What follows belongs to an exercise in optimizing a design on an open flow for small area and a short achievable clock period; a production flow would make more cautious choices. The RTL was checked by simulation tests, not by an equivalence proof against the original design. Power is estimated from default activity; no workload was simulated.

`design/flow/design.v`:
```
package noc_pkg;
	localparam int num_nodes = 8;
	localparam int node_w = $clog2(num_nodes);
	localparam int num_ports = 3;
	localparam int num_vcs = 2;
	localparam int vc_w = $clog2(num_vcs);
	localparam int vc_depth = 2;
	localparam int flit_data_w = 15;
	localparam int flit_w = 2 + vc_w + flit_data_w;
	localparam int kind_lsb = vc_w + flit_data_w;
	localparam int vc_lsb = flit_data_w;
	localparam logic [1:0] port_anticlockwise = 2'd0;
	localparam logic [1:0] port_clockwise = 2'd1;
	localparam logic [1:0] port_across = 2'd2;
	localparam logic [1:0] port_local = 2'd3;
	localparam logic [1:0] kind_tail = 2'b00;
	localparam logic [1:0] kind_head = 2'b01;
	localparam logic [1:0] kind_body = 2'b10;
	localparam logic [1:0] kind_header = 2'b11;
	function automatic logic [1:0] route_dir(input logic [2:0] dest,
		input logic [2:0] cur);
		logic [2:0] d;
		d = dest - cur;
		case (d)
			3'd0: route_dir = port_local;
			3'd1, 3'd2: route_dir = port_clockwise;
			3'd6, 3'd7: route_dir = port_anticlockwise;
			default: route_dir = port_across;
		endcase
	endfunction
endpackage
`timescale 1ns/100ps
module spidergon_node #(
	parameter logic [noc_pkg::node_w-1:0] node_id = 0
) (
	input logic clk,
	input logic reset,
	input logic [noc_pkg::flit_w-1:0] in_flit_across,
	input logic [noc_pkg::flit_w-1:0] in_flit_clockwise,
	input logic [noc_pkg::flit_w-1:0] in_flit_anticlockwise,
	input logic [noc_pkg::num_ports-1:0] in_valid,
	output logic [noc_pkg::num_ports*noc_pkg::num_vcs-1:0] vc_free,
	output logic [noc_pkg::num_ports*noc_pkg::num_vcs-1:0] vc_full,
	output logic [noc_pkg::flit_w-1:0] out_flit_across,
	output logic [noc_pkg::flit_w-1:0] out_flit_clockwise,
	output logic [noc_pkg::flit_w-1:0] out_flit_anticlockwise,
	output logic [noc_pkg::num_ports-1:0] out_valid,
	input logic [noc_pkg::num_ports*noc_pkg::num_vcs-1:0] adj_vc_free,
	input logic [noc_pkg::num_ports*noc_pkg::num_vcs-1:0] adj_vc_full,
	output logic [noc_pkg::flit_w-1:0] eject_flit,
	output logic eject_valid
);
	localparam int nb = 6;
	localparam int sw = 17;
	logic [2:0][noc_pkg::flit_w-1:0] in_f;
	assign in_f[0] = in_flit_anticlockwise;
	assign in_f[1] = in_flit_clockwise;
	assign in_f[2] = in_flit_across;
	logic [nb-1:0][sw-1:0] mem0, mem1;
	logic [nb-1:0] rd;        
	logic [nb-1:0] ne;        
	logic [nb-1:0] full;
	logic [nb-1:0] free;      
	logic [nb-1:0][1:0] ldir;
	logic [nb-1:0] wr_en;
	logic [nb-1:0] deq;
	logic [nb-1:0][1:0] fk;   
	logic [nb-1:0][2:0] fdest;
	logic [nb-1:0] head;      
	logic [nb-1:0][1:0] dir;
	logic [nb-1:0][sw-1:0] back;
	logic [3:0][nb-1:0] sel_q;
	logic [3:0][nb-1:0] lk;
	logic [3:0][nb-1:1] mask;
	logic [3:0][nb-1:0] req;
	logic [3:0][nb-1:0] grant;
	for (genvar b = 0; b < nb; b++)
	begin : g_buf
		localparam int p = b / 2;
		localparam int v = b % 2;
		logic [sw-1:0] fr;
		assign wr_en[b] = in_valid[p] && (in_f[p][15] == v) && !full[b];
		assign fr = rd[b] ? mem1[b] : mem0[b];
		assign back[b] = rd[b] ? mem0[b] : mem1[b];
		assign fk[b] = fr[16:15];
		assign fdest[b] = fr[14:12];
		assign head[b] = fk[b][0];
		assign dir[b] = head[b] ? noc_pkg::route_dir(fdest[b], node_id) : ldir[b];
		always_ff @(posedge clk)
		begin
			if (wr_en[b] && !(rd[b] ^ ne[b]))
				mem0[b] <= {in_f[p][17:16], in_f[p][14:0]};
			if (wr_en[b] && (rd[b] ^ ne[b]))
				mem1[b] <= {in_f[p][17:16], in_f[p][14:0]};
		end
		always_ff @(posedge clk)
		begin
			if (reset)
			begin
				rd[b] <= 1'b0;
				ne[b] <= 1'b0;
				full[b] <= 1'b0;
				free[b] <= 1'b1;
				ldir[b] <= noc_pkg::port_local;
			end
			else
			begin
				rd[b] <= rd[b] ^ deq[b];
				ne[b] <= wr_en[b] || (ne[b] && !(deq[b] && !full[b]));
				full[b] <= full[b] ? !deq[b] : (ne[b] && wr_en[b] && !deq[b]);
				if (wr_en[b] && in_f[p][16])
					free[b] <= 1'b0;
				else if (deq[b] && (fk[b][1] == fk[b][0]))
					free[b] <= 1'b1;
				if (deq[b] && fk[b] == noc_pkg::kind_head)
					ldir[b] <= dir[b];
			end
		end
		assign deq[b] = grant[0][b] | grant[1][b] | grant[2][b] | grant[3][b];
	end
	assign vc_free = free;
	assign vc_full = full;
	for (genvar o = 0; o < 4; o++)
	begin : g_out
		logic [nb-1:0] hi;
		logic [nb-1:0] sel;
		logic [nb-1:0] kill;
		logic [sw-1:0] of;
		for (genvar b = 0; b < nb; b++)
		begin : g_req
			logic ok_lock;
			logic ok_flow;
			assign ok_lock = !(|lk[o]) || lk[o][b];
			if (o == 3)
				assign ok_flow = 1'b1;
			else
				assign ok_flow = !adj_vc_full[o*2 + b%2] && (!head[b] || adj_vc_free[o*2 + b%2]);
			assign req[o][b] = ne[b] && (dir[b] == o) && ok_lock && ok_flow;
		end
		assign hi = req[o] & {mask[o], 1'b0};
		assign sel = (|hi) ? hi : req[o];
		assign kill[0] = 1'b0;
		for (genvar b = 1; b < nb; b++)
		begin : g_kill
			assign kill[b] = kill[b-1] | sel[b-1];
		end
		assign grant[o] = sel & ~kill;
		always_ff @(posedge clk)
		begin
			if (reset)
			begin
				sel_q[o] <= '0;
				lk[o] <= '0;
				mask[o] <= '0;
			end
			else
			begin
				sel_q[o] <= grant[o];
				for (int b = 0; b < nb; b++)
				begin
					if (grant[o][b])
						lk[o][b] <= (fk[b] == noc_pkg::kind_head) ||
							(fk[b] != noc_pkg::kind_tail && lk[o][b]);
				end
				if (|req[o])
					mask[o] <= kill[nb-1:1];
			end
		end
		always_comb
		begin
			of = '0;
			for (int b = 0; b < nb; b++)
				if (sel_q[o][b])
					of = of | back[b];
		end
		assign g_out_flit[o] = {of[16:15], sel_q[o][1] | sel_q[o][3] | sel_q[o][5], of[14:0]};
		assign g_out_valid[o] = |sel_q[o];
	end
	logic [3:0][noc_pkg::flit_w-1:0] g_out_flit;
	logic [3:0] g_out_valid;
	assign out_flit_anticlockwise = g_out_flit[0];
	assign out_flit_clockwise = g_out_flit[1];
	assign out_flit_across = g_out_flit[2];
	assign eject_flit = g_out_flit[3];
	assign out_valid = g_out_valid[2:0];
	assign eject_valid = g_out_valid[3];
endmodule
```
`design/flow/run.sh`:
```
#!/bin/bash
# synth_recipe.tcl (not shown) runs the flow's synth.tcl, then flattens the netlist and writes it again
# the make line also repeats each setting of config.mk as NAME=value (left out here)
make -C /OpenROAD-flow-scripts/flow DESIGN_CONFIG=/design/flow/config.mk WORK_HOME=/design/flow/orfs CLKGATE_MAP_FILE= SYNTH_SCRIPT=/design/flow/synth_recipe.tcl finish
```
`design/flow/config.mk`:
```
export PLATFORM = sky130hd
export DESIGN_NAME = spidergon_node
export DESIGN_NICKNAME = spidergon_node
export VERILOG_FILES = /design/flow/design.v
export SDC_FILE = /design/flow/constraint.sdc
export NUM_CORES = 4
export LEC_CHECK = 0
export CAP_MARGIN = 20
export CORE_MARGIN = 2
export CORE_UTILIZATION = 40
export SETUP_SLACK_MARGIN = 2.5
export SLEW_MARGIN = 20
```
`design/flow/constraint.sdc`:
```
create_clock -name core_clock -period 6.0 [get_ports {clk}]
set_input_delay 1.2000 -clock core_clock [delete_from_list [all_inputs] [get_ports {clk}]]
set_output_delay 1.2000 -clock core_clock [all_outputs]
set_load 0.01 [all_outputs]
```
==> results of run 1 <==
==> placed cells by master (no fill, tap or decap), types with 8 or more instances in the layout <==
master	synthesis	layout
edfxtp_1	204	204
a22oi_1	208	201
buf_4	2	86
mux2_2	104	85
dfxtp_1	104	84
clkdlybuf4s50_1	0	74
nor2_1	78	73
nand3_1	79	69
dlygate4sd2_1	0	66
a21oi_1	65	62
nand2_1	46	45
inv_1	41	39
clkbuf_16	0	37
nor2b_1	34	31
nor3_1	31	27
mux2_4	0	19
o21ai_0	22	14
or3_1	14	13
a311oi_1	15	13
nor4_1	14	12
a31oi_1	13	12
mux2i_1	11	10
nand3_2	0	10
dfxtp_4	0	10
dfxtp_2	0	10
or4_1	13	9
a211oi_1	13	9
clkdlybuf4s15_1	0	9
buf_12	0	9
nand3b_1	8	8
o21bai_1	10	8
clkbuf_1	56	8
==> layout make-up <==
type	count	area [um2]	area share (%)
clock inverter	18	209	1.03
multi-input combinational	953	7520	37.1
clock buffer	44	931	4.58
inverter	43	161	0.795
timing repair buffer	263	2570	12.7
tap	518	648	3.19
antenna	1	2.50	0.0123
sequential	308	8260	40.7
==> registers in the layout, indices dropped and copies added, names as in the netlist, named ones only <==
signal and count:
mem0 102, mem1 102, sel_q 24, mask 20, ldir 12, free 6
full 6, ne 6, rd 6
==> power by group through the flow <==
stage / logic (mW) / registers, mW / clock network (mW)
final: 1.24 / 2.51 / 2.15
after global routing: 1.31 / 2.52 / 2.26
after CTS: 1.13 / 2.50 / 2.18
after detailed placement: 1.03 / 2.53 / 0
after global placement: 1.02 / 2.53 / 0
after floorplan: 0.631 / 2.49 / 0
==> final timing paths <==
path                            depth (start not counted)                   end                  from  slack, ps
worst max-delay path                                   10  ldir[3]$_SDFFE_PP1P_        adj_vc_free[1]       2440
worst min register to register                          2  mask[2]$_SDFFE_PP0P_  mask[2]$_SDFFE_PP0P_        460
worst min-delay path                                    2  mask[2]$_SDFFE_PP0P_  mask[2]$_SDFFE_PP0P_        460
worst max register to register                         12  ldir[3]$_SDFFE_PP1P_      rd[1]$_SDFF_PP0_       2450
==> stage by stage <==
step,util [%],worst slack (ps)
6_report,52.7,2440
5_1_grt,52.7,2370
4_1_cts,50.5,2340
3_5_place_dp,45.9,1300
3_3_place_gp,45.9,1280
2_1_floorplan,-,2470
==> routing by layer <==
metal / vias to the layer above / wire length [um] / track usage (%) / share of wire [%]
met5: - / 20 / 0 / 0.034
met2: 875 / 26800 / 43.5 / 46
li1: 5927 / - / - / -
met3: 181 / 5260 / 4.78 / 9.0
met1: 6577 / 22900 / 36.3 / 39
met4: 2 / 3170 / 14.0 / 5.4
==> what timing repair did <==
| item | 4_1_cts | 5_1_grt |
|---|---|---|
| setup endpoints to repair | 126 | 89 |
| buffers inserted | 22 | 50 |
| gates resized for setup | 166 | 110 |
| pin swaps | 13 | 49 |
| endpoints found under the hold margin | 0 | 0 |
| gates cloned | 6 | 1 |
==> cell families after synthesis <==
family          after synthesis
compound gates              422
xor+xnor                     17
fa+ha+maj                     6
buf+inv                     125
flops                       308
mux                         121
simple gates                387
==> worst max-delay path, stage by stage <==
cell	delay, ps
dlygate4sd2_1	330
o21bai_2	230
nor4_4	50
buf_4	160
a221o_2	380
or3_4	430
and2_4	170
or4_4	570
and3_4	200
a211o_1	260
==> qor.txt, run 1 <==
status: timing/DRC/antenna clean
Tmin final: 3560 ps
post-route cell area: 20300 um2
DR vias: 13562
Hold Buf Count CTS: 0
RSZ-0062 raised after global routing: yes
FMAX: 0.281 GHz
final cell count without fillers: 2148
setup TNS: 0 ps
CP arrival: 3970 ps
internal power: 4.21 mW
Bufs on Longest Clock Path: 3
first-pass GRT wire length: 83.6 mm
synthesized area: 15600 um2
I/O pin count: 159
GR Overflow Total: 0
Synth Flop Type: edfxtp_1
Synth Area in Compound Gates: 19.9%
final hold vios: 0
nets: 1681
ys async rst share: 0%
H-tree depth: 2
top post-synthesis cells by count: 208 x a22oi_1, 204 x edfxtp_1, 104 x dfxtp_1, 104 x mux2_2, 79 x nand3_1
Worst setup SP type: primary input
Fin Clk Skew: 24.9 ps
Pleak: 7.38 nW
All-Layer GR Usage: 27.5%
proportion of layout cells with a drive suffix above 1: 25.4%
Final Slew Violations: 0
Power Total: 5.90 mW
drt initial violations: 1561
port bufs: 158
Least-Margin Pin Slew: 1010 ps
largest family of logic cells by synthesized area: compound AO/OA/AOI/OAI gates
Area after DPL: 17700 um2
CP required: 6410 ps
Synth Instances: 1386
DRC viols: 0
number of routed nets with antenna violations: 0
Simple-Gate Fraction of Synth Area: 13.7%
Yosys top cell area share: 39.2%
Die ar.: 40600 um2
vias in the first global route: 12821
Pwr per Cell Area: 291 nW/um2
vias per inst: 6.31
Synth Area in Adders: 0.481%
Routed wire per std cell: 27.1 um
Gate power share: 21.1%
Hold Crit Class: reg -> reg
final WL: 58.2 mm
synth unique cells: 95
Inst Count DP: 2005
TritonCTS clock tree: built
top-count cell post-synth: a22oi_1
dpl hpwl: 39.1 mm
Chip Width: 202 um
First-pass DRT Iterations: 7
post-synth top area cell: edfxtp_1
Post-synth EDFFs: 204
Finish-stage setup viols: 0
Root Buffer: clkbuf_16
Starting Density: 40.5%
Reg power frac: 42.5%
clk slew on worst S/H paths: 60 ps
sequential area share after synthesis: 52.6%
Num CTS Buffers: 35
Fillers: 3422
Avg Cell Area, Syn: 11.3 um2
max_cap viols: 0
floorplan row count: 72
top cells by area, synth: edfxtp_1 39%, dfxtp_1 13%, a22oi_1 10%, mux2_2 7.5%, nand3_1 2.5%
Num Clock Sinks: 308
final RePlAce weighted congestion: 0.912
Syn. warnings: 1
core area: 38600 um2
Synthesized Nets: 1463
clock power share: 36.4%
post-synthesis xor/xnor area fraction: 0.954%
initial antenna violation count: 4
final period utilization: 59.3%
Setup CP Type: in -> reg
Synth Register Bits: 308
Die Height: 202 um
Critical Path Fanout Max: 4
mux contribution to synthesized area: 8.90%
area grow syn2layout: 30.1%
Worst VDD drop: 249 uV
switching share of power: 28.7%
CP Capture Type: flop
Switch Pwr: 1.69 mW
final hold slack: 457 ps
clock latency at the later pin of the worst-skew pair: 540 ps
Slew headroom: 31.0%
largest net degree at the start of global routing: 79
==> inputs of run 2 (changes only) <==
--- a/design/flow/config.mk
+++ b/design/flow/config.mk
@@ -8,5 +8,5 @@
 export CAP_MARGIN = 20
 export CORE_MARGIN = 2
 export CORE_UTILIZATION = 40
-export SETUP_SLACK_MARGIN = 2.5
+export SETUP_SLACK_MARGIN = 3.5
 export SLEW_MARGIN = 20
==> qor.txt, run 2 <==
Yosys top cell area share: 39.2% (unchanged)
sequential area share after synthesis: 52.6% (unchanged)
FF-to-FF Start: rd[2]$_SDFF_PP0_ (was rd[1]$_SDFF_PP0_)
final WL: 64.9 mm (was 58.2 mm)
Pleak: 8.87 nW (was 7.38 nW)
final hold vios: 0 (unchanged)
Num Clock Sinks: 308 (unchanged)
largest net degree at the start of global routing: 64 (was 79)
area grow syn2layout: 53.4% (was 30.1%)
TritonCTS clock tree: built (unchanged)
Slew headroom: 33.4% (was 31.0%)
number of routed nets with antenna violations: 0 (unchanged)
post-synth top area cell: edfxtp_1 (unchanged)
clock latency at the later pin of the worst-skew pair: 570 ps (was 540 ps)
Worst setup SP type: flop (was primary input)
vias in the first global route: 13461 (was 12821)
synth unique cells: 95 (unchanged)
dpl hpwl: 39.1 mm (about the same)
port bufs: 158 (unchanged)
vias per inst: 6.31 (about the same)
Post-synth EDFFs: 204 (unchanged)
max_cap viols: 0 (unchanged)
FMAX: 0.289 GHz (was 0.281 GHz)
nets: 1836 (was 1681)
Inst Count DP: 2000 (was 2005)
first-pass GRT wire length: 90.1 mm (was 83.6 mm)
Starting Density: 40.5% (unchanged)
Top Registers: mem0 (102), mem1 (102), sel_q (24) (unchanged)
synthesized area: 15600 um2 (unchanged)
Tmin final: 3460 ps (was 3560 ps)
Hold Crit Class: reg -> reg (unchanged)
Die ar.: 40600 um2 (unchanged)
Bufs on Longest Clock Path: 3 (unchanged)
Synth Flop Type: edfxtp_1 (unchanged)
commonest non-fill, non-tap cell in the layout: edfxtp_1 (unchanged)
H-tree depth: 2 (unchanged)
Power Total: 6.34 mW (was 5.90 mW)
Chip Width: 202 um (unchanged)
Switch Pwr: 1.98 mW (was 1.69 mW)
Area after DPL: 18100 um2 (was 17700 um2)
status: timing/DRC/antenna clean (unchanged)
final period utilization: 57.6% (was 59.3%)
CP required: 6450 ps (was 6410 ps)
Fillers: 3026 (was 3422)
All-Layer GR Usage: 29.8% (was 27.5%)
Final Slew Violations: 0 (unchanged)
internal power: 4.36 mW (was 4.21 mW)
initial antenna violation count: 2 (was 4)
most frequent cells in the layout: 204 x edfxtp_1, 161 x buf_4, 149 x a22oi_2, 99 x buf_6, 84 x mux2_4 (was 204 x edfxtp_1, 201 x a22oi_1, 86 x buf_4, 85 x mux2_2, 84 x dfxtp_1)
proportion of layout cells with a drive suffix above 1: 54.9% (was 25.4%)
Root Buffer: clkbuf_16 (unchanged)
top post-synthesis cells by count: 208 x a22oi_1, 204 x edfxtp_1, 104 x dfxtp_1, 104 x mux2_2, 79 x nand3_1 (unchanged)
DR vias: 14508 (was 13562)
top-count cell post-synth: a22oi_1 (unchanged)
final RePlAce weighted congestion: 0.906 (was 0.912)
multi-input logic area: 9660 um2 (was 7520 um2)
Finish-stage setup viols: 0 (unchanged)
post-route cell area: 23900 um2 (was 20300 um2)
First-pass DRT Iterations: 5 (was 7)
Avg Cell Area, Syn: 11.3 um2 (unchanged)
clk slew on worst S/H paths: 60 ps (about the same)
ys async rst share: 0% (unchanged)
top cells by area, synth: edfxtp_1 39%, dfxtp_1 13%, a22oi_1 10%, mux2_2 7.5%, nand3_1 2.5% (unchanged)
switching share of power: 31.2% (was 28.7%)
setup TNS: 0 ps (unchanged)
Worst VDD drop: 211 uV (was 249 uV)
RSZ-0062 raised after global routing: yes (unchanged)
Gate power share: 28.1% (was 21.1%)
Synthesized Nets: 1463 (unchanged)
Least-Margin Pin Slew: 971 ps (was 1010 ps)
Fin Clk Skew: 29.5 ps (was 24.9 ps)
clock power share: 32.1% (was 36.4%)
sequential cell area: 8290 um2 (was 8260 um2)
final cell count without fillers: 2300 (was 2148)
R2R setup slack: 2540 ps (was 2450 ps)
GR Overflow Total: 0 (unchanged)
Synth Instances: 1386 (unchanged)
Syn. warnings: 1 (unchanged)
Routed wire per std cell: 28.2 um (was 27.1 um)
CP Capture Type: flop (unchanged)
I/O pin count: 159 (unchanged)
Synth Register Bits: 308 (unchanged)
Pwr per Cell Area: 265 nW/um2 (was 291 nW/um2)
Reg power frac: 39.8% (was 42.5%)
CP startpoint: rd[2]$_SDFF_PP0_ (was adj_vc_free[1])
core area: 38600 um2 (unchanged)
Setup CP Type: reg -> reg (was in -> reg)
Die Height: 202 um (unchanged)
CP arrival: 3900 ps (was 3970 ps)
hold_sp: mask[2]$_SDFFE_PP0P_ (unchanged)
Final Util: 62.1% (was 52.7%)
floorplan row count: 72 (unchanged)
Num CTS Buffers: 36 (was 35)
DRC viols: 0 (unchanged)
Critical Path Fanout Max: 5 (was 4)
drt initial violations: 1518 (was 1561)
run 2: cell counts after synthesis:
Identical to the previous run, type by type.
run 2: cell type report:
cell class	count	area share, %
Multi-Input combinational cell	953	40.4
Sequential cell	308	34.6
Timing Repair Buffer	417	17.2
Clock buffer	41	3.92
Tap cell	518	2.71
Inverter	43	0.789
Clock inverter	19	0.460
Antenna cell	1	0.0104
run 2: metal layers:
layer | up-vias | share of wire, % | GRT usage, %
met5 | - | 0.020 | 0
met1 | 7203 | 39 | 39.5
met4 | 2 | 6.2 | 14.5
met3 | 220 | 9.4 | 6.24
met2 | 841 | 45 | 46.6
li1 | 6242 | - | -
run 2: power groups by stage:
stage          sequential [mW]  combinational [mW]  clock, mW
2_1_floorplan             2.49               0.706          0
3_3_place_gp              2.55                1.06          0
3_5_place_dp              2.55                1.06          0
4_1_cts                   2.51                1.43       2.05
5_1_grt                   2.53                1.84       2.13
6_report                  2.52                1.78       2.04
run 2: logic make-up after synthesis:
logic type | after synthesis | share of synthesized area [%]
multiplexers | 121 | 8.90
XOR/XNOR | 17 | 0.954
adder cells (fa/ha/maj) | 6 | 0.481
AO/OA/AOI/OAI | 422 | 19.9
AND/OR/NAND/NOR | 387 | 13.7
buffers and inverters | 125 | 3.47
flip-flops | 308 | 52.6
run 2: repair_timing:
item,CTS,global route
pin swaps,94,176
setup endpoints to repair,294,238
gates cloned,9,2
setup buffers,119,109
resized for setup,628,395
hold buffers,0,0
run 2: critical path: stages, from the launching register on:
cell	delay (ps)
dfxtp_4	410
buf_16	140
mux2i_4	310
and2_4	210
nor2_2	50
a211oi_2	530
a22o_1	370
a21oi_4	70
nor3b_2	170
buf_4	170
or4_4	500
and3_1	160
a211o_1	260
run 2: metrics by stage:
step	hold slack [ps]	setup WS [ps]
after detailed placement	450	1570
after floorplan	430	2470
after global routing	489	2460
after global placement	444	1600
final	465	2540
after CTS	463	2640
run 2: final timing paths:
| kind | endpoint | cells after the start |
|---|---|---|
| min reg2reg | mask[2]$_SDFFE_PP0P_ | 2 |
| max | ldir[6]$_SDFFE_PP1P_ | 12 |
| max reg2reg | ldir[6]$_SDFFE_PP1P_ | 12 |
| min | mask[2]$_SDFFE_PP0P_ | 2 |
==> inputs of run 3 (changes only) <==
--- a/design/flow/config.mk
+++ b/design/flow/config.mk
@@ -8,5 +8,4 @@
 export CAP_MARGIN = 20
 export CORE_MARGIN = 2
 export CORE_UTILIZATION = 40
-export SETUP_SLACK_MARGIN = 3.5
 export SLEW_MARGIN = 20
==> qor.txt, run 3 <==
status: timing/DRC/antenna clean (unchanged)
GR Overflow Total: 0 (unchanged)
synth unique cells: 95 (unchanged)
sequential area share after synthesis: 52.6% (unchanged)
Num Clock Sinks: 308 (unchanged)
top-count cell post-synth: a22oi_1 (unchanged)
stages on the worst setup path: 10 (was 12)
final hold vios: 0 (unchanged)
core area: 38600 um2 (unchanged)
Avg Cell Area, Syn: 11.3 um2 (unchanged)
Syn. warnings: 1 (unchanged)
post-route cell area: 18800 um2 (was 23900 um2)
internal power: 4.02 mW (was 4.36 mW)
Finish-stage setup viols: 0 (unchanged)
largest net degree at the start of global routing: 70 (was 64)
final WL: 55.6 mm (was 64.9 mm)
crit-path cells: nand2_1 > a2111oi_0 > o211ai_1 > o21bai_1 > o2111ai_1 > o211a_1 > o2111ai_1 > a21oi_1 > o31a_1 > mux2i_1 (was buf_16 > mux2i_4 > and2_4 > nor2_2 > a211oi_2 > a22o_1 > a21oi_4 > nor3b_2 > buf_4 > or4_4 > and3_1 > a211o_1)
max_cap viols: 0 (unchanged)
drt initial violations: 1482 (was 1518)
Post-synth EDFFs: 204 (unchanged)
Area after DPL: 17700 um2 (was 18100 um2)
floorplan row count: 72 (unchanged)
port bufs: 158 (unchanged)
Top cell by count, worst path: o2111ai_1
min setup slack post-route: 1510 ps (was 2540 ps)
FF-to-FF Start: rd[4]$_SDFF_PP0_ (was rd[2]$_SDFF_PP0_)
top cells by area, synth: edfxtp_1 39%, dfxtp_1 13%, a22oi_1 10%, mux2_2 7.5%, nand3_1 2.5% (unchanged)
Starting Density: 40.5% (unchanged)
reg2reg path depth: 10 (was 12)
clock power share: 37.3% (was 32.1%)
ys async rst share: 0% (unchanged)
# resized after CTS: 0 (was 628)
most frequent cells in the layout: 208 x a22oi_1, 204 x edfxtp_1, 157 x clkdlybuf4s50_1, 104 x mux2_2, 104 x dfxtp_1 (was 204 x edfxtp_1, 161 x buf_4, 149 x a22oi_2, 99 x buf_6, 84 x mux2_4)
Die Height: 202 um (unchanged)
top post-synthesis cells by count: 208 x a22oi_1, 204 x edfxtp_1, 104 x dfxtp_1, 104 x mux2_2, 79 x nand3_1 (unchanged)
R2R setup slack: 1510 ps (was 2540 ps)
synthesized area: 15600 um2 (unchanged)
post-synth top area cell: edfxtp_1 (unchanged)
delay-heaviest family, CP: compound AO/OA/AOI/OAI gates (unchanged)
Final Util: 48.7% (was 62.1%)
Pwr per Cell Area: 300 nW/um2 (was 265 nW/um2)
Root Buffer: clkbuf_16 (unchanged)
clock latency at the later pin of the worst-skew pair: 550 ps (was 570 ps)
Least-Margin Pin Slew: 1200 ps (was 971 ps)
Die ar.: 40600 um2 (unchanged)
clk slew on worst S/H paths: 60 ps (about the same)
Bufs on Longest Clock Path: 3 (unchanged)
CP arrival: 4960 ps (was 3900 ps)
DR vias: 13006 (was 14508)
CP bufs+invs: 0 (was 2)
number of routed nets with antenna violations: 0 (unchanged)
Synth Flop Type: edfxtp_1 (unchanged)
Synth Instances: 1386 (unchanged)
commonest non-fill, non-tap cell in the layout: a22oi_1 (was edfxtp_1)
CP Capture Type: flop (unchanged)
Final Slew Violations: 0 (unchanged)
Worst path max stage delay: 960 ps (was 530 ps)
final period utilization: 74.9% (was 57.6%)
Hold Buf Count CTS: 0 (unchanged)
Chip Width: 202 um (unchanged)
final hold slack: 456 ps (was 465 ps)
Slowest-stage cell, CP: a2111oi_0 (was a211oi_2)
RSZ-0062 raised after global routing: no (was yes)
Num CTS Buffers: 36 (unchanged)
Slew headroom: 19.9% (was 33.4%)
n_diodes: 0 (was 1)
vias in the first global route: 12550 (was 13461)
vias per inst: 6.29 (was 6.31)
Synth Register Bits: 308 (unchanged)
pre-CTS setup slack: 1300 ps (was 1570 ps)
final cell count without fillers: 2069 (was 2300)
Hold Crit Class: reg -> reg (unchanged)
Critical Path Fanout Max: 11 (was 5)
FMAX: 0.222 GHz (was 0.289 GHz)
nets: 1604 (was 1836)
initial antenna violation count: 0 (was 2)
Synthesized Nets: 1463 (unchanged)
Switch Pwr: 1.62 mW (was 1.98 mW)
Setup CP Type: reg -> reg (unchanged)
Inst Count DP: 2007 (was 2000)
setup TNS: 0 ps (unchanged)
First-pass DRT Iterations: 7 (was 5)
switching share of power: 28.7% (was 31.2%)
area grow syn2layout: 20.3% (was 53.4%)
crit path to: ldir[11]$_SDFFE_PP1P_ (was ldir[6]$_SDFFE_PP1P_)
proportion of layout cells with a drive suffix above 1: 14.8% (was 54.9%)
Power Total: 5.64 mW (was 6.34 mW)
Fin Clk Skew: 22.8 ps (was 29.5 ps)
Routed wire per std cell: 26.9 um (was 28.2 um)
reg2reg end: ldir[11]$_SDFFE_PP1P_ (was ldir[6]$_SDFFE_PP1P_)
DRC viols: 0 (unchanged)
final RePlAce weighted congestion: 0.956 (was 0.906)
Reg power frac: 44.5% (was 39.8%)
H-tree depth: 2 (unchanged)
Tmin final: 4490 ps (was 3460 ps)
postcts setup bufs: 0 (was 119)
CP startpoint: rd[4]$_SDFF_PP0_ (was rd[2]$_SDFF_PP0_)
first-pass GRT wire length: 81.3 mm (was 90.1 mm)
I/O pin count: 159 (unchanged)
Pleak: 6.30 nW (was 8.87 nW)
All-Layer GR Usage: 26.8% (was 29.8%)
CP required: 6470 ps (was 6450 ps)
Worst VDD drop: 255 uV (was 211 uV)
dpl hpwl: 39.6 mm (was 39.1 mm)
TritonCTS clock tree: built (unchanged)
Gate power share: 18.2% (was 28.1%)
Top Registers: mem0 (102), mem1 (102), sel_q (24) (unchanged)
Yosys top cell area share: 39.2% (unchanged)
Worst setup SP type: flop (unchanged)
==> run 3: cell counts after synthesis <==
Identical to the previous run, type by type.
==> run 3: area by class of cell <==
cell class / instances / area, um2
clock buffers: 50 / 963
clock inverters: 12 / 150
fillers: 3559 / 19800
inverters: 43 / 161
multi-input cells: 953 / 6870
flip-flops and latches: 308 / 8210
well taps: 518 / 648
repair buffers: 185 / 1780
==> run 3: routing by layer <==
layer / wire [um] / share of wire, % / vias to the layer above / GRT usage, %
met1: 22500 / 40 / 6286 / 35.2
li1: - / - / 5768 / -
met2: 25100 / 45 / 800 / 41.9
met3: 4910 / 8.8 / 152 / 5.22
met5: 0 / 0 / - / 0
met4: 3050 / 5.5 / 0 / 14.1
==> run 3: cells by family (layout without fill, tap and decap cells) <==
group / after synthesis / after routing / share of synthesized area, %
AO/OA/AOI/OAI: 422 / 422 / 19.9
AND/OR/NAND/NOR: 387 / 387 / 13.7
flip-flops: 308 / 308 / 52.6
buffers and inverters: 125 / 290 / 3.47
multiplexers: 121 / 121 / 8.90
XOR/XNOR: 17 / 17 / 0.954
adder cells (fa/ha/maj): 6 / 6 / 0.481
==> run 3: power by group through the flow <==
| stage | Clock [mW] | Combinational [mW] | Sequential [mW] |
|---|---|---|---|
| floorplan | 0 | 0.623 | 2.49 |
| global placement | 0 | 1.00 | 2.55 |
| detailed placement | 0 | 1.01 | 2.55 |
| CTS | 2.14 | 1.02 | 2.51 |
| global route | 2.22 | 1.09 | 2.52 |
| finish | 2.10 | 1.02 | 2.51 |
==> run 3: worst min path at each step <==
stage	from	end	slack, ps	cells after the start
floorplan	ldir[1]$_SDFFE_PP1P_	ldir[1]$_SDFFE_PP1P_	430	1
global placement	ldir[1]$_SDFFE_PP1P_	ldir[1]$_SDFFE_PP1P_	440	1
detailed placement	ldir[1]$_SDFFE_PP1P_	ldir[1]$_SDFFE_PP1P_	450	1
CTS	mask[2]$_SDFFE_PP0P_	mask[2]$_SDFFE_PP0P_	460	2
global route	ldir[0]$_SDFFE_PP1P_	ldir[0]$_SDFFE_PP1P_	480	1
finish	mask[2]$_SDFFE_PP0P_	mask[2]$_SDFFE_PP0P_	460	2
==> run 3: worst reg2reg max path, cell delays in order, from the launching register on <==
cell and delay [ps]:
dfxtp_1 760, nand2_1 160, a2111oi_0 960, o211ai_1 230, o21bai_1 260, o2111ai_1 400, o211a_1 260, o2111ai_1 120
a21oi_1 770, o31a_1 310, mux2i_1 190
==> inputs of run 4 (changes only) <==
--- a/design/flow/design.v
+++ b/design/flow/design.v
@@ -112,7 +112,7 @@
 					free[b] <= 1'b0;
 				else if (deq[b] && (fk[b][1] == fk[b][0]))
 					free[b] <= 1'b1;
-				if (deq[b] && fk[b] == noc_pkg::kind_head)
+				if (ne[b] && fk[b] == noc_pkg::kind_head)
 					ldir[b] <= dir[b];
 			end
 		end
@@ -123,8 +123,7 @@
 	for (genvar o = 0; o < 4; o++)
 	begin : g_out
 		logic [nb-1:0] hi;
-		logic [nb-1:0] sel;
-		logic [nb-1:0] kill;
+				logic [nb-1:1] kill;
 		logic [sw-1:0] of;
 		for (genvar b = 0; b < nb; b++)
 		begin : g_req
@@ -138,13 +137,16 @@
 			assign req[o][b] = ne[b] && (dir[b] == o) && ok_lock && ok_flow;
 		end
 		assign hi = req[o] & {mask[o], 1'b0};
-		assign sel = (|hi) ? hi : req[o];
-		assign kill[0] = 1'b0;
-		for (genvar b = 1; b < nb; b++)
-		begin : g_kill
-			assign kill[b] = kill[b-1] | sel[b-1];
+		for (genvar b = 0; b < nb; b++)
+		begin : g_grant
+			if (b == 0)
+				assign grant[o][b] = req[o][b] && !(|hi);
+			else
+				assign grant[o][b] = req[o][b] && (mask[o][b] ? !(|hi[b-1:0]) :
+					!(|hi) && !(|req[o][b-1:0]));
+			if (b > 0)
+				assign kill[b] = |grant[o][b-1:0];
 		end
-		assign grant[o] = sel & ~kill;
 		always_ff @(posedge clk)
 		begin
 			if (reset)
--- a/design/flow/config.mk
+++ b/design/flow/config.mk
@@ -8,4 +8,5 @@
 export CAP_MARGIN = 20
 export CORE_MARGIN = 2
 export CORE_UTILIZATION = 40
+export SETUP_SLACK_MARGIN = 3.5
 export SLEW_MARGIN = 20
==> qor.txt, run 4 <==
top cells by area, synth: edfxtp_1 40%, dfxtp_1 13%, a22oi_1 10%, mux2_2 7.5%, nand3_1 2.7% (was edfxtp_1 39%, dfxtp_1 13%, a22oi_1 10%, mux2_2 7.5%, nand3_1 2.5%)
floorplan row count: 71 (was 72)
CP arrival: 3710 ps (was 4960 ps)
Starting Density: 40.8% (was 40.5%)
top-count cell post-synth: a22oi_1 (unchanged)
max_cap viols: 0 (unchanged)
Reg power frac: 39.1% (was 44.5%)
commonest non-fill, non-tap cell in the layout: edfxtp_1 (was a22oi_1)
largest net degree at the start of global routing: 60 (was 70)
I/O pin count: 159 (unchanged)
Worst path max stage delay: 530 ps (was 960 ps)
final hold vios: 0 (unchanged)
Critical Path Fanout Max: 7 (was 11)
Slowest-stage cell, CP: or4_4 (was a2111oi_0)
Die ar.: 40200 um2 (was 40600 um2)
RSZ-0062 raised after global routing: yes (was no)
Pleak: 8.77 nW (was 6.30 nW)
Final Slew Violations: 0 (unchanged)
sequential area share after synthesis: 53.2% (was 52.6%)
Gate power share: 28.2% (was 18.2%)
switching share of power: 30.8% (was 28.7%)
number of routed nets with antenna violations: 0 (unchanged)
Die Height: 200 um (was 202 um)
final RePlAce weighted congestion: 0.962 (was 0.956)
first-pass GRT wire length: 92.7 mm (was 81.3 mm)
post-synth top area cell: edfxtp_1 (unchanged)
CP startpoint: rd[1]$_SDFF_PP0_ (was rd[4]$_SDFF_PP0_)
Slew headroom: 25.3% (was 19.9%)
Chip Width: 200 um (was 202 um)
Fin Clk Skew: 20.5 ps (was 22.8 ps)
final WL: 65.9 mm (was 55.6 mm)
core area: 37800 um2 (was 38600 um2)
Synth Register Bits: 308 (unchanged)
Num Clock Sinks: 308 (unchanged)
area grow syn2layout: 55.8% (was 20.3%)
Yosys top cell area share: 39.7% (was 39.2%)
FF-to-FF Start: rd[1]$_SDFF_PP0_ (was rd[4]$_SDFF_PP0_)
First-pass DRT Iterations: 5 (was 7)
Inst Count DP: 2002 (was 2007)
Post-synth EDFFs: 204 (unchanged)
Finish-stage setup viols: 0 (unchanged)
setup TNS: 0 ps (unchanged)
CP required: 6430 ps (was 6470 ps)
port bufs: 158 (unchanged)
clk slew on worst S/H paths: 60 ps (about the same)
Syn. warnings: 1 (unchanged)
Avg Cell Area, Syn: 11.0 um2 (was 11.3 um2)
Bufs on Longest Clock Path: 3 (unchanged)
TritonCTS clock tree: built (unchanged)
Top Registers: mem0 (102), mem1 (102), sel_q (24) (unchanged)
nets: 1821 (was 1604)
GR Overflow Total: 0 (unchanged)
Setup CP Type: reg -> reg (unchanged)
vias in the first global route: 14222 (was 12550)
Synth Flop Type: edfxtp_1 (unchanged)
Synth Instances: 1398 (was 1386)
Worst setup SP type: flop (unchanged)
Num CTS Buffers: 35 (was 36)
status: timing/DRC/antenna clean (unchanged)
DRC viols: 0 (unchanged)
hold_sp: free[5]$_SDFFE_PP1P_ (was mask[2]$_SDFFE_PP0P_)
clock power share: 32.7% (was 37.3%)
final period utilization: 54.8% (was 74.9%)
Tmin final: 3290 ps (was 4490 ps)
CP Capture Type: flop (unchanged)
final cell count without fillers: 2282 (was 2069)
synth unique cells: 83 (was 95)
drt initial violations: 1669 (was 1482)
most frequent cells in the layout: 204 x edfxtp_1, 174 x a22oi_2, 128 x buf_4, 116 x buf_6, 85 x mux2_4 (was 208 x a22oi_1, 204 x edfxtp_1, 157 x clkdlybuf4s50_1, 104 x mux2_2, 104 x dfxtp_1)
ys async rst share: 0% (unchanged)
proportion of layout cells with a drive suffix above 1: 55.0% (was 14.8%)
initial antenna violation count: 1 (was 0)
All-Layer GR Usage: 30.8% (was 26.8%)
R2R setup slack: 2710 ps (was 1510 ps)
dpl hpwl: 39.5 mm (was 39.6 mm)
Pwr per Cell Area: 270 nW/um2 (was 300 nW/um2)
Routed wire per std cell: 28.9 um (was 26.9 um)
Switch Pwr: 2.00 mW (was 1.62 mW)
vias per inst: 6.46 (was 6.29)
crit-path cells: buf_6 > mux2i_4 > buf_12 > nor2_2 > or4_4 > or3_4 > and2_4 > a31oi_4 > nor3_4 > nor4_4 > mux2_4 (was nand2_1 > a2111oi_0 > o211ai_1 > o21bai_1 > o2111ai_1 > o211a_1 > o2111ai_1 > a21oi_1 > o31a_1 > mux2i_1)
FMAX: 0.304 GHz (was 0.222 GHz)
synthesized area: 15400 um2 (was 15600 um2)
DR vias: 14745 (was 13006)
H-tree depth: 2 (unchanged)
clock latency at the later pin of the worst-skew pair: 550 ps (about the same)
Power Total: 6.50 mW (was 5.64 mW)
Worst VDD drop: 279 uV (was 255 uV)
Hold Crit Class: reg -> reg (unchanged)
Least-Margin Pin Slew: 1120 ps (was 1200 ps)
Root Buffer: clkbuf_16 (unchanged)
Synthesized Nets: 1475 (was 1463)
top post-synthesis cells by count: 208 x a22oi_1, 204 x edfxtp_1, 104 x dfxtp_1 (was 208 x a22oi_1, 204 x edfxtp_1, 104 x dfxtp_1, 104 x mux2_2, 79 x nand3_1)
internal power: 4.50 mW (was 4.02 mW)
## run 4: cell types whose count changed after synthesis, sizes merged, moves of 6 or more
cell	delta
nand2b	+6
a31oi	+7
o211ai	+7
xnor2	-9
or4	-6
nor2b	-22
nand2	+28
o21ai	+13
## run 4: layout make-up
type                       instances  area (um2)
fill                            2862       13800
clock buffer                      47         952
clock inverter                    16         164
multi-input combinational        961        9800
inverter                          45         174
tap                              511         639
antenna                            1        2.50
sequential                       308        8290
timing repair buffer             393        4010
## run 4: power by group through the flow
| stage | Sequential [mW] | Clock (mW) | Combinational, mW |
|---|---|---|---|
| 4_1_cts | 2.53 | 2.14 | 1.61 |
| 3_3_place_gp | 2.59 | 0 | 1.09 |
| 6_report | 2.54 | 2.13 | 1.84 |
| 5_1_grt | 2.55 | 2.22 | 1.90 |
| 3_5_place_dp | 2.60 | 0 | 1.10 |
| 2_1_floorplan | 2.50 | 0 | 0.742 |
## run 4: worst max-delay path: cells and delay by family (launching register included)
| family | cells | cell delay, ps |
|---|---|---|
| flip-flops | 1 | 460 |
| buffers and inverters | 2 | 300 |
| multiplexers | 2 | 630 |
| AND/OR/NAND/NOR | 6 | 1570 |
| AO/OA/AOI/OAI | 1 | 220 |
## run 4: path summary, 6_finish.rpt
path,endpoint,cells past startpoint
setup / recovery,rd[4]$_SDFF_PP0_,11
hold / removal,free[5]$_SDFFE_PP1P_,2
setup reg to reg,rd[4]$_SDFF_PP0_,11
hold reg to reg,free[5]$_SDFFE_PP1P_,2
## run 4: kinds of logic after synthesis
| family | after synthesis | share of synthesized area [%] |
|---|---|---|
| compound gates | 424 | 19.5 |
| simple gates | 400 | 14.1 |
| flops | 308 | 53.2 |
| buf+inv | 129 | 3.28 |
| mux | 122 | 8.92 |
| xor+xnor | 9 | 0.511 |
| fa+ha+maj | 6 | 0.487 |
## run 4: repair_timing
item | in CTS | in global routing
pin swaps | 209 | 165
hold buffers | 0 | 0
endpoints found under the setup margin | 335 | 287
buffers inserted | 148 | 59
cloned | 9 | 0
gates resized for setup | 894 | 210
## run 4: metrics by stage
| stage | util, % | setup WS (ps) | hold WS, ps | cell area, um2 |
|---|---|---|---|---|
| 2_1_floorplan | - | 2760 | 441 | 16000 |
| 3_3_place_gp | 47.3 | 1930 | 459 | 17900 |
| 3_5_place_dp | 47.3 | 1840 | 471 | 17900 |
| 4_1_cts | 59.7 | 2770 | 477 | 22600 |
| 5_1_grt | 63.5 | 2660 | 509 | 24000 |
| 6_report | 63.5 | 2710 | 478 | 24000 |
## run 4: layer usage
metal  track usage (%)  part of all wire [%]  up-vias
met5                 0                     0        -
met4              14.8                   6.0        0
met3              6.28                   9.7      279
met2              48.4                    45      983
met1              40.7                    40     7276
li1                  -                     -     6207
==> inputs of run 5 (changes only) <==
--- a/design/flow/config.mk
+++ b/design/flow/config.mk
@@ -8,5 +8,5 @@
 export CAP_MARGIN = 20
 export CORE_MARGIN = 2
 export CORE_UTILIZATION = 40
-export SETUP_SLACK_MARGIN = 3.5
+export SETUP_SLACK_MARGIN = 3.0
 export SLEW_MARGIN = 20
==> qor.txt, run 5 <==
floorplan row count: 71 (unchanged)
Post-synth EDFFs: 204 (unchanged)
top post-synthesis cells by count: 208 x a22oi_1, 204 x edfxtp_1, 104 x dfxtp_1 (unchanged)
CP arrival: 4100 ps (was 3710 ps)
Slowest-stage cell, CP: a222oi_1 (was or4_4)
GR Overflow Total: 0 (unchanged)
max_cap viols: 0 (unchanged)
final RePlAce weighted congestion: 0.962 (about the same)
sequential area share after synthesis: 53.2% (unchanged)
CP bufs+invs: 4 (was 2)
Final Slew Violations: 0 (unchanged)
Num Clock Sinks: 308 (unchanged)
most frequent cells in the layout: 204 x edfxtp_1, 152 x buf_4, 150 x a22oi_2, 103 x buf_6, 92 x mux2_4 (was 204 x edfxtp_1, 174 x a22oi_2, 128 x buf_4, 116 x buf_6, 85 x mux2_4)
Worst VDD drop: 216 uV (was 279 uV)
Hold Buf Count CTS: 0 (unchanged)
RSZ-0062 raised after global routing: yes (unchanged)
port bufs: 158 (unchanged)
dpl hpwl: 40.0 mm (was 39.5 mm)
clock latency at the later pin of the worst-skew pair: 530 ps (was 550 ps)
Synth Flop Type: edfxtp_1 (unchanged)
Area after DPL: 17600 um2 (was 17900 um2)
commonest non-fill, non-tap cell in the layout: edfxtp_1 (unchanged)
CP Capture Type: flop (unchanged)
Pleak: 8.78 nW (was 8.77 nW)
Chip Width: 200 um (unchanged)
final WL: 66.5 mm (was 65.9 mm)
Slew headroom: 29.5% (was 25.3%)
setup TNS: 0 ps (unchanged)
drt initial violations: 1635 (was 1669)
Top Registers: mem0 (102), mem1 (102), sel_q (24) (unchanged)
top-count cell post-synth: a22oi_1 (unchanged)
core area: 37800 um2 (unchanged)
Yosys top cell area share: 39.7% (unchanged)
Starting Density: 40.8% (unchanged)
status: timing/DRC/antenna clean (unchanged)
synthesized area: 15400 um2 (unchanged)
Synth Register Bits: 308 (unchanged)
area grow syn2layout: 53.5% (was 55.8%)
number of routed nets with antenna violations: 0 (unchanged)
Bufs on Longest Clock Path: 3 (unchanged)
Fin Clk Skew: 29.0 ps (was 20.5 ps)
delay-heaviest family, CP: compound AO/OA/AOI/OAI gates (was simple AND/OR/NAND/NOR gates)
top cells by area, synth: edfxtp_1 40%, dfxtp_1 13%, a22oi_1 10%, mux2_2 7.5%, nand3_1 2.7% (unchanged)
FMAX: 0.272 GHz (was 0.304 GHz)
proportion of layout cells with a drive suffix above 1: 51.6% (was 55.0%)
Hold Crit Class: reg -> reg (unchanged)
All-Layer GR Usage: 30.4% (was 30.8%)
Fillers: 2925 (was 2862)
Synth Instances: 1398 (unchanged)
Die Height: 200 um (unchanged)
Synthesized Nets: 1475 (unchanged)
synth unique cells: 83 (unchanged)
DR vias: 14764 (was 14745)
post-route cell area: 23700 um2 (was 24000 um2)
Top cell by count, worst path: buf_4
TritonCTS clock tree: built (unchanged)
crit-path cells: buf_8 > buf_16 > or3b_4 > a211o_4 > and2_4 > and4_4 > a222oi_1 > buf_4 > nand3_4 > a21oi_4 > nor4b_4 > buf_4 > o31a_1 (was buf_6 > mux2i_4 > buf_12 > nor2_2 > or4_4 > or3_4 > and2_4 > a31oi_4 > nor3_4 > nor4_4 > mux2_4)
final hold vios: 0 (unchanged)
Worst path max stage delay: 600 ps (was 530 ps)
nets: 1838 (was 1821)
post-synth top area cell: edfxtp_1 (unchanged)
Finish-stage setup viols: 0 (unchanged)
largest net degree at the start of global routing: 71 (was 60)
clk slew on worst S/H paths: 60 ps (about the same)
CP required: 6420 ps (was 6430 ps)
Num CTS Buffers: 35 (unchanged)
initial antenna violation count: 2 (was 1)
DRC viols: 0 (unchanged)
Least-Margin Pin Slew: 1060 ps (was 1120 ps)
ys async rst share: 0% (unchanged)
vias in the first global route: 13875 (was 14222)
vias per inst: 6.42 (was 6.46)
Root Buffer: clkbuf_16 (unchanged)
final period utilization: 61.3% (was 54.8%)
First-pass DRT Iterations: 9 (was 5)
Setup CP Type: reg -> reg (unchanged)
Critical Path Fanout Max: 6 (was 7)
Syn. warnings: 1 (unchanged)
H-tree depth: 2 (unchanged)
Die ar.: 40200 um2 (unchanged)
I/O pin count: 159 (unchanged)
Tmin final: 3680 ps (was 3290 ps)
first-pass GRT wire length: 91.9 mm (was 92.7 mm)
Avg Cell Area, Syn: 11.0 um2 (unchanged)
Routed wire per std cell: 28.9 um (about the same)
Pwr per Cell Area: 274 nW/um2 (was 270 nW/um2)
Worst setup SP type: flop (unchanged)
-- run 5: final cells by class --
cell class | instances | area, um2 | area share [%]
antenna | 1 | 2.50 | 0.0106
multi-input combinational | 961 | 9390 | 39.6
tap | 511 | 639 | 2.70
timing repair buffer | 410 | 4070 | 17.2
clock inverter | 15 | 106 | 0.449
sequential | 308 | 8290 | 35.0
inverter | 45 | 183 | 0.771
clock buffer | 47 | 1000 | 4.24
-- run 5: final timing paths --
| kind | startpoint | to | slack [ps] | cells after the start |
|---|---|---|---|---|
| setup / recovery | rd[1]$_SDFF_PP0_ | ne[5]$_SDFF_PP0_ | 2320 | 13 |
| hold / removal | ldir[3]$_SDFFE_PP1P_ | ldir[3]$_SDFFE_PP1P_ | 480 | 2 |
| setup reg to reg | rd[1]$_SDFF_PP0_ | ne[5]$_SDFF_PP0_ | 2320 | 13 |
| hold reg to reg | ldir[3]$_SDFFE_PP1P_ | ldir[3]$_SDFFE_PP1P_ | 480 | 2 |
-- run 5: cells by family (layout without fill, tap and decap cells) --
| group | count (synthesis) | in the layout | share of synthesized area [%] |
|---|---|---|---|
| buffers and inverters | 129 | 517 | 3.28 |
| other | 0 | 1 | 0 |
| AO/OA/AOI/OAI | 424 | 424 | 19.5 |
| flip-flops | 308 | 308 | 53.2 |
| multiplexers | 122 | 122 | 8.92 |
| XOR/XNOR | 9 | 9 | 0.511 |
| adder cells (fa/ha/maj) | 6 | 6 | 0.487 |
| AND/OR/NAND/NOR | 400 | 400 | 14.1 |
-- run 5: timing repair --
item / CTS / global route
setup endpoints to repair: 168 / 184
buffers inserted: 133 / 85
gates resized for setup: 590 / 451
cloned: 8 / 5
hold endpoints to repair: 0 / 0
pin swaps: 113 / 190
-- run 5: power by group --
group          total (mW)  switching [mW]  internal, mW
clock                2.09           0.870          1.22
sequential           2.54           0.129          2.41
combinational        1.85           0.993         0.860
-- run 5: worst reg2reg max path, delay by kind of cell, from the launching register on --
kind,cells,cell delay [ps]
buf+inv,4,740
compound gates,4,1450
simple gates,5,1000
flops,1,380
-- run 5: routing by layer --
layer  vias to the layer above  track usage (%)  routed length (um)
li1                       6239                -                   -
met1                      7213             40.2               25600
met2                      1028             47.3               29100
met3                       284             6.83                7100
met4                         0             14.8                4640
met5                         -                0                   0
-- run 5: stage by stage --
stage / utilization [%] / worst slack [ps] / power (mW) / hold slack (ps) / cells
floorplan: - / 2770 / 3.16 / 441 / 1398
global placement: 46.4 / 1650 / 3.63 / 459 / 2003
detailed placement: 46.4 / 1690 / 3.64 / 465 / 2003
CTS: 56.3 / 2610 / 6.10 / 484 / 2206
global route: 62.6 / 2280 / 6.65 / 509 / 2297
finish: 62.6 / 2320 / 6.48 / 481 / 2298
==> inputs of run 6 (changes only) <==
--- a/design/flow/config.mk
+++ b/design/flow/config.mk
@@ -7,6 +7,6 @@
 export LEC_CHECK = 0
 export CAP_MARGIN = 20
 export CORE_MARGIN = 2
-export CORE_UTILIZATION = 40
-export SETUP_SLACK_MARGIN = 3.0
+export CORE_UTILIZATION = 60
+export SETUP_SLACK_MARGIN = 2.5
 export SLEW_MARGIN = 20
==> qor.txt, run 6 <==
commonest non-fill, non-tap cell in the layout: edfxtp_1 (unchanged)
dpl hpwl: 36.3 mm (was 40.0 mm)
All-Layer GR Usage: 39.6% (was 30.4%)
most frequent cells in the layout: 204 x edfxtp_1, 195 x a22oi_1, 88 x mux2_2, 85 x clkdlybuf4s50_1 (was 204 x edfxtp_1, 152 x buf_4, 150 x a22oi_2, 103 x buf_6, 92 x mux2_4)
Finish-stage setup viols: 0 (unchanged)
Worst setup SP type: flop (unchanged)
clk slew on worst S/H paths: 70 ps (was 60 ps)
Fin Clk Skew: 22.5 ps (was 29.0 ps)
Synthesized Nets: 1475 (unchanged)
RSZ-0062 raised after global routing: yes (unchanged)
H-tree depth: 1 (was 2)
Synth Flop Type: edfxtp_1 (unchanged)
Worst VDD drop: 306 uV (was 216 uV)
final hold vios: 0 (unchanged)
proportion of layout cells with a drive suffix above 1: 20.0% (was 51.6%)
synthesized area: 15400 um2 (unchanged)
Hold Crit Class: reg -> reg (unchanged)
Pleak: 6.93 nW (was 8.78 nW)
Post-synth EDFFs: 204 (unchanged)
DR vias: 13651 (was 14764)
floorplan row count: 58 (was 71)
Pwr per Cell Area: 297 nW/um2 (was 274 nW/um2)
final WL: 54.3 mm (was 66.5 mm)
synth unique cells: 83 (unchanged)
CP bufs+invs: 2 (was 4)
Synth Register Bits: 308 (unchanged)
vias per inst: 7.22 (was 6.42)
min setup slack post-route: 2440 ps (was 2320 ps)
GR Overflow Total: 0 (unchanged)
Hold Buf Count CTS: 0 (unchanged)
Root Buffer: clkbuf_16 (unchanged)
DRC viols: 0 (unchanged)
Tmin final: 3560 ps (was 3680 ps)
Synth Instances: 1398 (unchanged)
top post-synthesis cells by count: 208 x a22oi_1, 204 x edfxtp_1, 104 x dfxtp_1 (unchanged)
Yosys top cell area share: 39.7% (unchanged)
first-pass GRT wire length: 79.2 mm (was 91.9 mm)
clock latency at the later pin of the worst-skew pair: 590 ps (was 530 ps)
Num CTS Buffers: 30 (was 35)
delay-heaviest family, CP: buffers and inverters (was compound AO/OA/AOI/OAI gates)
CP Capture Type: primary output (was flop)
pre-CTS setup slack: 1680 ps (was 1690 ps)
Least-Margin Pin Slew: 1150 ps (was 1060 ps)
CP required: 4800 ps (was 6420 ps)
Die Height: 164 um (was 200 um)
post-synth top area cell: edfxtp_1 (unchanged)
drt initial violations: 2092 (was 1635)
First-pass DRT Iterations: 6 (was 9)
Avg Cell Area, Syn: 11.0 um2 (unchanged)
port bufs: 158 (unchanged)
n_diodes: 0 (was 1)
CP arrival: 2360 ps (was 4100 ps)
area grow syn2layout: 23.8% (was 53.5%)
core area: 25200 um2 (was 37800 um2)
FMAX: 0.281 GHz (was 0.272 GHz)
Num Clock Sinks: 308 (unchanged)
Starting Density: 61.3% (was 40.8%)
initial antenna violation count: 3 (was 2)
nets: 1619 (was 1838)
Critical Path Fanout Max: 14 (was 6)
Slew headroom: 21.1% (was 29.5%)
status: timing/DRC/antenna clean (unchanged)
ys async rst share: 0% (unchanged)
vias in the first global route: 12923 (was 13875)
Bufs on Longest Clock Path: 3 (unchanged)
largest net degree at the start of global routing: 86 (was 71)
post-route cell area: 19100 um2 (was 23700 um2)
sequential area share after synthesis: 53.2% (unchanged)
Top Registers: mem0 (102), mem1 (102), sel_q (24) (unchanged)
crit-path cells: bufbuf_16 > mux2_2 > a22oi_1 > nand3_1 > dlygate4sd2_1 (was buf_8 > buf_16 > or3b_4 > a211o_4 > and2_4 > and4_4 > a222oi_1 > buf_4 > nand3_4 > a21oi_4 > nor4b_4 > buf_4 > o31a_1)
final period utilization: 59.4% (was 61.3%)
Chip Width: 164 um (was 200 um)
max_cap viols: 0 (unchanged)
Slowest-stage cell, CP: mux2_2 (was a222oi_1)
Area after DPL: 17300 um2 (was 17600 um2)
top-count cell post-synth: a22oi_1 (unchanged)
TritonCTS clock tree: built (unchanged)
Setup CP Type: reg -> out (was reg -> reg)
Final Slew Violations: 0 (unchanged)
Worst path max stage delay: 400 ps (was 600 ps)
setup TNS: 0 ps (unchanged)
final RePlAce weighted congestion: 1.00 (was 0.962)
number of routed nets with antenna violations: 0 (unchanged)
top cells by area, synth: edfxtp_1 40%, dfxtp_1 13%, a22oi_1 10%, mux2_2 7.5%, nand3_1 2.7% (unchanged)
Fillers: 1633 (was 2925)
I/O pin count: 159 (unchanged)
Routed wire per std cell: 28.7 um (was 28.9 um)
Syn. warnings: 1 (unchanged)
Die ar.: 27000 um2 (was 40200 um2)
[run 6: area by class of cell]
class	count	area [um2]	share of cell area, %
tap	330	413	2.16
inverter	45	169	0.884
clock buffer	37	851	4.45
multi-input combinational	961	7250	38.0
timing repair buffer	196	2000	10.4
sequential	308	8280	43.3
clock inverter	13	149	0.779
[run 6: report_power, final]
group	leakage [nW]	switching, mW	internal, mW
clock network	0.487	0.831	1.09
logic	3.71	0.729	0.492
registers	2.73	0.115	2.41
total	6.93	1.68	4.00
[run 6: logic make-up after synthesis]
group | after synthesis | share of synthesized area (%)
flip-flops | 308 | 53.2
AO/OA/AOI/OAI | 424 | 19.5
multiplexers | 122 | 8.92
adder cells (fa/ha/maj) | 6 | 0.487
AND/OR/NAND/NOR | 400 | 14.1
XOR/XNOR | 9 | 0.511
buffers and inverters | 129 | 3.28
[run 6: final timing paths]
path                    startpoint                          to  slack [ps]  cells after the start
max reg2reg       rd[5]$_SDFF_PP0_            rd[3]$_SDFF_PP0_        2450                     11
max               rd[5]$_SDFF_PP0_  out_flit_anticlockwise[12]        2440                      5
min reg2reg  mask[16]$_SDFFE_PP0P_       mask[16]$_SDFFE_PP0P_         480                      2
min          mask[16]$_SDFFE_PP0P_       mask[16]$_SDFFE_PP0P_         480                      2
[run 6: what timing repair did]
action / in CTS / in global routing
gates resized for setup: 156 / 94
pin swaps: 3 / 21
gates cloned: 5 / 0
buffers inserted: 8 / 4
setup endpoints to repair: 145 / 95
[run 6: per-layer routing]
layer  wire (um)  part of all wire [%]  GRT usage [%]  up-vias
met4        4090                   7.5           23.8        2
met2       24200                    45           61.8     1078
li1            -                     -              -     5798
met3        6040                    11           7.53      281
met1       19900                    37           51.3     6492
met5          13                 0.024              0        -
[run 6: worst register-to-register path, stage by stage (launching register included)]
cell	delay, ps
dfxtp_4	390
bufbuf_16	300
mux2i_2	200
buf_4	200
and2_1	160
o21ai_0	180
or4_1	580
o211ai_1	290
o21a_1	290
o21ai_0	180
nor3b_4	320
mux2_2	370
[run 6: through the flow]
step	total power, mW	utilization [%]	hold WS (ps)	std cells
final	5.67	75.9	482	1890
after global routing	5.81	75.9	512	1890
after CTS	5.57	74.4	480	1886
after detailed placement	3.61	68.6	466	1823
after global placement	3.60	68.6	455	1823
after floorplan	3.15	-	441	1398
==> inputs of run 7 (changes only) <==
==> design/flow/flow/run.sh (new file) <==
#!/bin/bash
# The standard layout, with plain buf_2 cells as the port buffers instead of the
# delay-cell buffers buffer_ports would pick; every port still gets its own buffer
set -euo pipefail
export BUFFER_PORTS_ARGS="-buffer_cell sky130_fd_sc_hd__buf_2"
bash standard.sh > standard_flow.log 2>&1
==> design/flow/standard.sh (new file) <==
#!/bin/bash
# synth_recipe.tcl (not shown) runs the flow's synth.tcl, then flattens the netlist and writes it again
# the make line also repeats each setting of config.mk as NAME=value (left out here)
make -C /OpenROAD-flow-scripts/flow DESIGN_CONFIG=/design/flow/config.mk WORK_HOME=/design/flow/orfs CLKGATE_MAP_FILE= SYNTH_SCRIPT=/design/flow/synth_recipe.tcl "${@:-finish}"
removed: design/flow/run.sh
==> qor.txt, run 7 <==
status: timing/DRC/antenna clean (unchanged)
CP required: 6390 ps (was 4800 ps)
CP arrival: 3890 ps (was 2360 ps)
Final Slew Violations: 0 (unchanged)
Syn. warnings: 1 (unchanged)
Hold Crit Class: reg -> reg (unchanged)
Synth Register Bits: 308 (unchanged)
FMAX: 0.286 GHz (was 0.281 GHz)
most frequent cells in the layout: 207 x a22oi_1, 204 x edfxtp_1, 158 x buf_2, 103 x mux2_2, 95 x dfxtp_1 (was 204 x edfxtp_1, 195 x a22oi_1, 88 x mux2_2, 85 x clkdlybuf4s50_1)
Area after DPL: 16500 um2 (was 17300 um2)
Worst setup SP type: flop (unchanged)
final WL: 54.2 mm (was 54.3 mm)
Reg power frac: 43.1% (was 44.5%)
Power Total: 5.84 mW (was 5.67 mW)
Inst Count DP: 1820 (was 1823)
Top Registers: mem0 (102), mem1 (102), sel_q (24) (unchanged)
ys async rst share: 0% (unchanged)
Post-synth EDFFs: 204 (unchanged)
Finish-stage setup viols: 0 (unchanged)
Root Buffer: clkbuf_16 (unchanged)
Switch Pwr: 1.65 mW (was 1.68 mW)
first-pass GRT wire length: 78.7 mm (was 79.2 mm)
delay-heaviest family, CP: compound AO/OA/AOI/OAI gates (was buffers and inverters)
Worst VDD drop: 268 uV (was 306 uV)
H-tree depth: 2 (was 1)
Die Height: 164 um (unchanged)
post-synth top area cell: edfxtp_1 (unchanged)
dpl hpwl: 36.9 mm (was 36.3 mm)
pre-CTS setup slack: 1870 ps (was 1680 ps)
core area: 25200 um2 (unchanged)
Die ar.: 27000 um2 (unchanged)
Avg Cell Area, Syn: 11.0 um2 (unchanged)
clk slew on worst S/H paths: 60 ps (was 70 ps)
nets: 1617 (was 1619)
Bufs on Longest Clock Path: 3 (unchanged)
max_cap viols: 0 (unchanged)
drt initial violations: 2068 (was 2092)
DRC viols: 0 (unchanged)
crit-path cells: buf_6 > mux2i_4 > buf_12 > buf_4 > nor2_1 > nor3_1 > o2111a_1 > a22oi_1 > a21oi_1 > nor2_1 > nor3b_4 > mux2_2 (was bufbuf_16 > mux2_2 > a22oi_1 > nand3_1 > dlygate4sd2_1)
All-Layer GR Usage: 39.6% (about the same)
proportion of layout cells with a drive suffix above 1: 27.1% (was 20.0%)
Slowest-stage cell, CP: o2111a_1 (was mux2_2)
switching share of power: 28.3% (was 29.5%)
largest net degree at the start of global routing: 61 (was 86)
Tmin final: 3500 ps (was 3560 ps)
Synthesized Nets: 1475 (unchanged)
DR vias: 13457 (was 13651)
port bufs: 158 (unchanged)
min setup slack post-route: 2500 ps (was 2440 ps)
TritonCTS clock tree: built (unchanged)
Yosys top cell area share: 39.7% (unchanged)
Setup CP Type: reg -> reg (was reg -> out)
sequential area share after synthesis: 53.2% (unchanged)
internal power: 4.18 mW (was 4.00 mW)
area grow syn2layout: 17.7% (was 23.8%)
synth unique cells: 83 (unchanged)
Least-Margin Pin Slew: 1150 ps (about the same)
initial antenna violation count: 2 (was 3)
Chip Width: 164 um (unchanged)
number of routed nets with antenna violations: 0 (unchanged)
final period utilization: 58.3% (was 59.4%)
vias in the first global route: 12812 (was 12923)
clock power share: 37.9% (was 33.9%)
Synth Instances: 1398 (unchanged)
Critical Path Fanout Max: 28 (was 14)
GR Overflow Total: 0 (unchanged)
final hold vios: 0 (unchanged)
Fin Clk Skew: 22.8 ps (was 22.5 ps)
I/O pin count: 159 (unchanged)
Worst path max stage delay: 440 ps (was 400 ps)
top post-synthesis cells by count: 208 x a22oi_1, 204 x edfxtp_1, 104 x dfxtp_1 (unchanged)
final cell count without fillers: 1892 (was 1890)
top-count cell post-synth: a22oi_1 (unchanged)
Starting Density: 61.3% (unchanged)
final RePlAce weighted congestion: 1.04 (was 1.00)
floorplan row count: 58 (unchanged)
Top cell by count, worst path: nor2_1
First-pass DRT Iterations: 7 (was 6)
vias per inst: 7.11 (was 7.22)
setup TNS: 0 ps (unchanged)
top cells by area, synth: edfxtp_1 40%, dfxtp_1 13%, a22oi_1 10%, mux2_2 7.5%, nand3_1 2.7% (unchanged)
clock latency at the later pin of the worst-skew pair: 520 ps (was 590 ps)
Synth Flop Type: edfxtp_1 (unchanged)
synthesized area: 15400 um2 (unchanged)
Routed wire per std cell: 28.7 um (about the same)
Gate power share: 19.0% (was 21.5%)
Pwr per Cell Area: 322 nW/um2 (was 297 nW/um2)
Num CTS Buffers: 34 (was 30)
Pleak: 6.63 nW (was 6.93 nW)
Num Clock Sinks: 308 (unchanged)
post-route cell area: 18200 um2 (was 19100 um2)
RSZ-0062 raised after global routing: no (was yes)
commonest non-fill, non-tap cell in the layout: a22oi_1 (was edfxtp_1)
Slew headroom: 23.6% (was 21.1%)
CP bufs+invs: 3 (was 2)
CP Capture Type: flop (was primary output)
-- run 7: cell counts after synthesis --
Identical to the previous run, type by type.
-- run 7: power by group through the flow --
stage | Clock [mW] | Sequential [mW] | Combinational (mW)
after detailed placement | 0 | 2.55 | 0.993
after CTS | 2.22 | 2.51 | 1.03
after global placement | 0 | 2.54 | 0.982
final | 2.21 | 2.52 | 1.11
after floorplan | 0 | 2.50 | 0.656
after global routing | 2.29 | 2.53 | 1.16
-- run 7: final cells by class --
cell class | instances | area, um2
flip-flops and latches | 308 | 8220
multi-input cells | 961 | 7080
fillers | 1824 | 7030
repair buffers | 190 | 1100
clock buffers | 41 | 908
well taps | 330 | 413
clock inverters | 16 | 265
inverters | 45 | 169
diodes | 1 | 2.50
-- run 7: final timing paths --
kind	end	start	slack (ps)	cells past startpoint
hold reg to reg	free[4]$_SDFFE_PP1P_	free[4]$_SDFFE_PP1P_	470	2
setup reg to reg	rd[3]$_SDFF_PP0_	rd[5]$_SDFF_PP0_	2500	12
setup / recovery	rd[3]$_SDFF_PP0_	rd[5]$_SDFF_PP0_	2500	12
hold / removal	free[4]$_SDFFE_PP1P_	free[4]$_SDFFE_PP1P_	470	2
-- run 7: cell families (layout without fill, tap and decap cells) --
kind of cell / Yosys count / count (layout) / share of synthesized area, %
AND/OR/NAND/NOR: 400 / 400 / 14.1
flip-flops: 308 / 308 / 53.2
other: 0 / 1 / 0
XOR/XNOR: 9 / 9 / 0.511
adder cells (fa/ha/maj): 6 / 6 / 0.487
AO/OA/AOI/OAI: 424 / 424 / 19.5
buffers and inverters: 129 / 292 / 3.28
multiplexers: 122 / 122 / 8.92
-- run 7: per-stage QoR --
step                      utilization (%)  hold slack (ps)
final                                72.1              472
after floorplan                         -              441
after global placement               65.3              451
after global routing                 72.1              503
after detailed placement             65.4              463
after CTS                            71.1              475
-- run 7: repair_timing --
action,CTS,global route
endpoints found under the setup margin,73,32
buffers inserted,8,6
hold buffers,0,0
pin swaps,4,7
resized for setup,38,37
cloned,0,0
-- run 7: layer usage --
layer | track usage [%] | part of all wire [%]
met2 | 61.5 | 44
met1 | 50.3 | 37
met4 | 25.2 | 7.5
met5 | 0 | 0
met3 | 8.76 | 12
-- run 7: tightest hold or removal path: stages, from the launching register on --
cell and delay, ps:
dfxtp_1 330, a21oi_1 60, o21ai_0 60

what the ideal ports hide:
No port has a modelled driver above. Below, the same layouts with a new extraction and two added sets of constraints. Step 1 sets driving cells, clkbuf_16 on the clock port and buf_2 on the other inputs (assumed; they add their load-dependent delay and slew). Step 2 times the ports against the registers' clock, not the clock port: input delays grow and output delays shrink by t, the midpoint of the rising clock arrivals with the driver on. a / b / c = ideal ports / drivers / drivers and shift; a / b = the first two.
| run | t (ns) | setup WS [ns] | clock arrival spread, ns | worst slew at a driven data input, ns | cell pins on the clock port's net |
|---|---|---|---|---|---|
| run 1 | 0.589 | 2.443 / 2.438 / 1.885 | 0.029 / 0.029 | 0.07 | 1 |
| run 2 | 0.609 | 2.542 / 2.542 / 2.021 | 0.031 / 0.030 | 0.07 | 1 |
| run 3 | 0.591 | 1.505 / 1.505 / 1.186 | 0.026 / 0.026 | 0.06 | 1 |
| run 4 | 0.591 | 2.712 / 2.700 / 2.222 | 0.020 / 0.021 | 0.07 | 1 |
| run 5 | 0.576 | 2.323 / 2.323 / 2.091 | 0.029 / 0.029 | 0.07 | 1 |
| run 6 | 0.632 | 2.437 / 2.385 / 1.928 | 0.024 / 0.024 | 0.05 | 1 |
| run 7 | 0.559 | 2.499 / 2.468 / 2.224 | 0.023 / 0.023 | 0.10 | 1 |
After both steps setup and hold are still met in every run listed. For run 1, which loses most, drivers alone change the setup slack by -0.005 ns; drivers and shift together by -0.558 ns.
